From an optimization exercise on the open Yosys and OpenROAD flow, aimed at small area, a short achievable clock period and few clock cycles per item; shortcuts taken in it are not production practice.
No activity file was given, so power comes from the tool's default toggle rates.

north:
==> flow/design.v <==
module snake_body_engine #(
   parameter int MAX_LEN  = 128,
   parameter int X_W      = 8,
   parameter int Y_W      = 7,
   parameter int GRID_W   = 160,
   parameter int GRID_H   = 120,
   parameter int INIT_LEN = 10,
   parameter int INIT_X   = 80,
   parameter int INIT_Y   = 60,
   localparam int LW      = $clog2(MAX_LEN + 1)
) (
   input  logic           clock,
   input  logic           resetn,
   input  logic           step,
   input  logic           dir_valid,
   input  logic [1:0]     dir_in,
   input  logic           grow_valid,
   input  logic [3:0]     grow_amt,
   input  logic [LW-1:0]  rd_idx,
   output logic [X_W-1:0] rd_x,
   output logic [Y_W-1:0] rd_y,
   output logic           rd_valid,
   output logic [X_W-1:0] head_x,
   output logic [Y_W-1:0] head_y,
   output logic [LW-1:0]  length,
   output logic           busy,
   output logic           step_done,
   output logic           endgame
);
   localparam int IW = $clog2(MAX_LEN);
   localparam logic [X_W-1:0] XM = X_W'(GRID_W - 1);
   localparam logic [Y_W-1:0] YM = Y_W'(GRID_H - 1);
   localparam int NC = (MAX_LEN - 1) / 2;   
   logic [X_W-1:0] seg_x [MAX_LEN];
   logic [Y_W-1:0] seg_y [MAX_LEN];
   logic [1:0] dir, dir_pend;
   logic [7:0] pending, sat;
   logic [8:0] sum;
   logic [X_W-1:0] nx, hx_n;       
   logic [Y_W-1:0] ny, hy_n;
   logic [1:0] dp_n;
   logic off, full, grows, hit, dead, acc, move;
   logic [NC-1:0] cmp;
   assign head_x = seg_x[0];
   assign head_y = seg_y[0];
   assign busy = 1'b0;
   assign endgame = dead;
   always_comb begin
      sum = {1'b0, pending} + {5'b0, grow_valid ? grow_amt : 4'd0};
      sat = sum[8] ? 8'hff : sum[7:0];
      full = length == LW'(MAX_LEN);
      grows = !full && sat != 8'd0;
      cmp[0] = dir_pend == ~dir;
      for (int c = 1; c < NC; c++)
         cmp[c] = seg_x[2*c+1] == nx && seg_y[2*c+1] == ny &&
                  (length > LW'(2*c+2) || (grows && length == LW'(2*c+2)));
      hit = |cmp;
      acc = step && !dead;
      move = acc && !off;
      hx_n = move ? nx : seg_x[0];
      hy_n = move ? ny : seg_y[0];
      dp_n = !dead && dir_valid && dir_in != ~dir ? dir_in : dir_pend;
      rd_valid = rd_idx < length;
      rd_x = seg_x[rd_idx[IW-1:0]];
      rd_y = seg_y[rd_idx[IW-1:0]];
   end
   always_ff @(posedge clock) begin
      if (!resetn || move) begin
         seg_x[0] <= !resetn ? X_W'(INIT_X) : nx;
         seg_y[0] <= !resetn ? Y_W'(INIT_Y) : ny;
         for (int i = 1; i < MAX_LEN; i++) begin
            seg_x[i] <= !resetn && i < INIT_LEN ? X_W'(INIT_X - i) : seg_x[i-1];
            seg_y[i] <= !resetn && i < INIT_LEN ? Y_W'(INIT_Y) : seg_y[i-1];
         end
      end
   end
   always_ff @(posedge clock) begin
      if (!resetn) begin
         dir <= 2'b01;
         dir_pend <= 2'b01;
         nx <= X_W'(INIT_X + 1);
         ny <= Y_W'(INIT_Y);
         off <= 1'b0;
         length <= LW'(INIT_LEN);
         pending <= '0;
         step_done <= 1'b0;
         dead <= 1'b0;
      end else begin
         step_done <= move && !hit;
         if (!dead) begin
            nx <= dp_n == 2'b01 ? hx_n + X_W'(1) : dp_n == 2'b10 ? hx_n - X_W'(1) : hx_n;
            ny <= dp_n == 2'b11 ? hy_n + Y_W'(1) : dp_n == 2'b00 ? hy_n - Y_W'(1) : hy_n;
            off <= (dp_n == 2'b00 && hy_n == '0) || (dp_n == 2'b01 && hx_n == XM) ||
                   (dp_n == 2'b10 && hx_n == '0) || (dp_n == 2'b11 && hy_n == YM);
         end
         if (!dead) begin
            dir_pend <= dp_n;
            pending <= sat;
         end
         if (acc) begin
            dir <= dir_pend;
            if (off) dead <= 1'b1;
            else begin
               length <= length + (grows ? LW'(1) : '0);
               pending <= full ? '0 : grows ? sat - 8'd1 : sat;
               if (hit) dead <= 1'b1;
            end
         end
      end
   end
endmodule
clock: 10.0 ns
lec_check: 0
abc_area: 1
cap_margin: 40
core_margin: 2
core_utilization: 45
setup_slack_margin: 4
slew_margin: 40
standard.sh (not shown) runs the stock make flow with config.mk's settings and CLKGATE_MAP_FILE= SYNTH_SCRIPT=/design/flow/synth_recipe.tcl, a recipe that flattens the netlist after the stock synthesis.
==> flow/flow/run.sh <==
#!/bin/bash
cp standard.sh standard.sh.txt
export CTS_ARGS="-sink_clustering_enable -repair_clock_nets -dont_use_dummy_load"
bash standard.sh > standard.log 2>&1
The following lists how south was set up differently from north:
==> flow/run.sh (new file) <==
#!/bin/bash
# synth_recipe.tcl (not shown) runs the flow's synth.tcl, then flattens the netlist and writes it again
# the make line also repeats each setting of config.mk as NAME=value (left out here)
make -C /OpenROAD-flow-scripts/flow DESIGN_CONFIG=/design/flow/config.mk WORK_HOME=/design/flow/orfs CLKGATE_MAP_FILE= SYNTH_SCRIPT=/design/flow/synth_recipe.tcl finish
removed: flow/flow/run.sh
removed: flow/standard.sh
Results
Comparing north and south, the lower ratio of final minimum period to clock period is on north. Going from north to south, maximum frequency went down by about 0.8%, layout clock buffer count went up by about 23%. [compare] base=north new=south: global-route usage ~0 delta; routed wire length ~0 delta. Delta (south minus north): final hold violation count has remained practically unchanged; post-detailed-route wirelength per cell shows a reduction of 1.8%. Non-clock buffering overhead in the final layout on south is up relative to north.
What east does differently from south at the input level:
- SETUP_SLACK_MARGIN: 4 -> 1
Notes after the runs:
east ended up with a higher shortest period the worst path allows than south did.
In east, maximum achievable frequency is lower than in south.
east vs south: areal power density over the cells up in east
Delta (east minus south): post-route total power decreased about 0.7%, overall via count from detail_route -1993, leakage power now sits lower.
Going from south to east, met2 usage shrinks by 0.93 points.
east vs. south: design area moved down, count of placed standard cells in the final layout, fillers left out lost 292, switching share of power lower, number of fill cells in the layout higher.
Input changes introduced in west (baseline for comparison: east):
- changing CORE_UTILIZATION from 45 to 35
- setting CTS_BUF_LIST to sky130_fd_sc_hd__clkbuf_8 for the first time
- setting CTS_CLUSTER_SIZE to 20 for the first time
- changing SETUP_SLACK_MARGIN from 1 to 4
Results
- Changes observed in west relative to east: number of rows created at floorplan shows an increase of 21, total power shows a reduction of 1.9%, switching power shows an increase of 330 µW.
- For east, the startpoint of the most critical setup path was rd_idx[1], unlike west, where it was rd_idx[5].
- Layout filler cell count (lower): east
Function was not checked in any run of this note: the RTL went through the layout flow alone.

==> static timing again, ports no longer ideal <==
How much do the figures lean on ideal ports? The routed layouts below were timed once more, with nothing changed but the port constraints.
Step 1: set_driving_cell puts a clkbuf_16 on clock and a buf_2 on each other input, an assumption about the parent block.
Step 2 moves the port delays by t, midway between the first and last clock arrival at a register: inputs arrive t later, outputs are due t later. That takes back most of the time a late clock gives input paths.
Three values: no drivers, after step 1, after step 2; two values: the first two.
| run | t (ns) | setup slack, ns | slew at the worst register clock pin (ns) | worst slew at a driven data input, ns | pins driven straight from the clock port |
|---|---|---|---|---|---|
| north | 0.949 | 2.651 / 2.590 / 2.590 | 0.07 / 0.07 | 0.10 | 1 |
| south | 0.967 | 2.592 / 2.544 / 2.544 | 0.07 / 0.07 | 0.11 | 1 |
| east | 0.955 | 0.825 / 0.803 / 0.803 | 0.07 / 0.07 | 0.11 | 1 |
| west | 1.224 | 2.534 / 2.477 / 2.477 | 0.08 / 0.08 | 0.09 | 1 |
After both steps setup and hold are still met in every run listed. The setup slack of north, which loses most, moves by -0.061 ns with the drivers and by -0.061 ns with both steps.
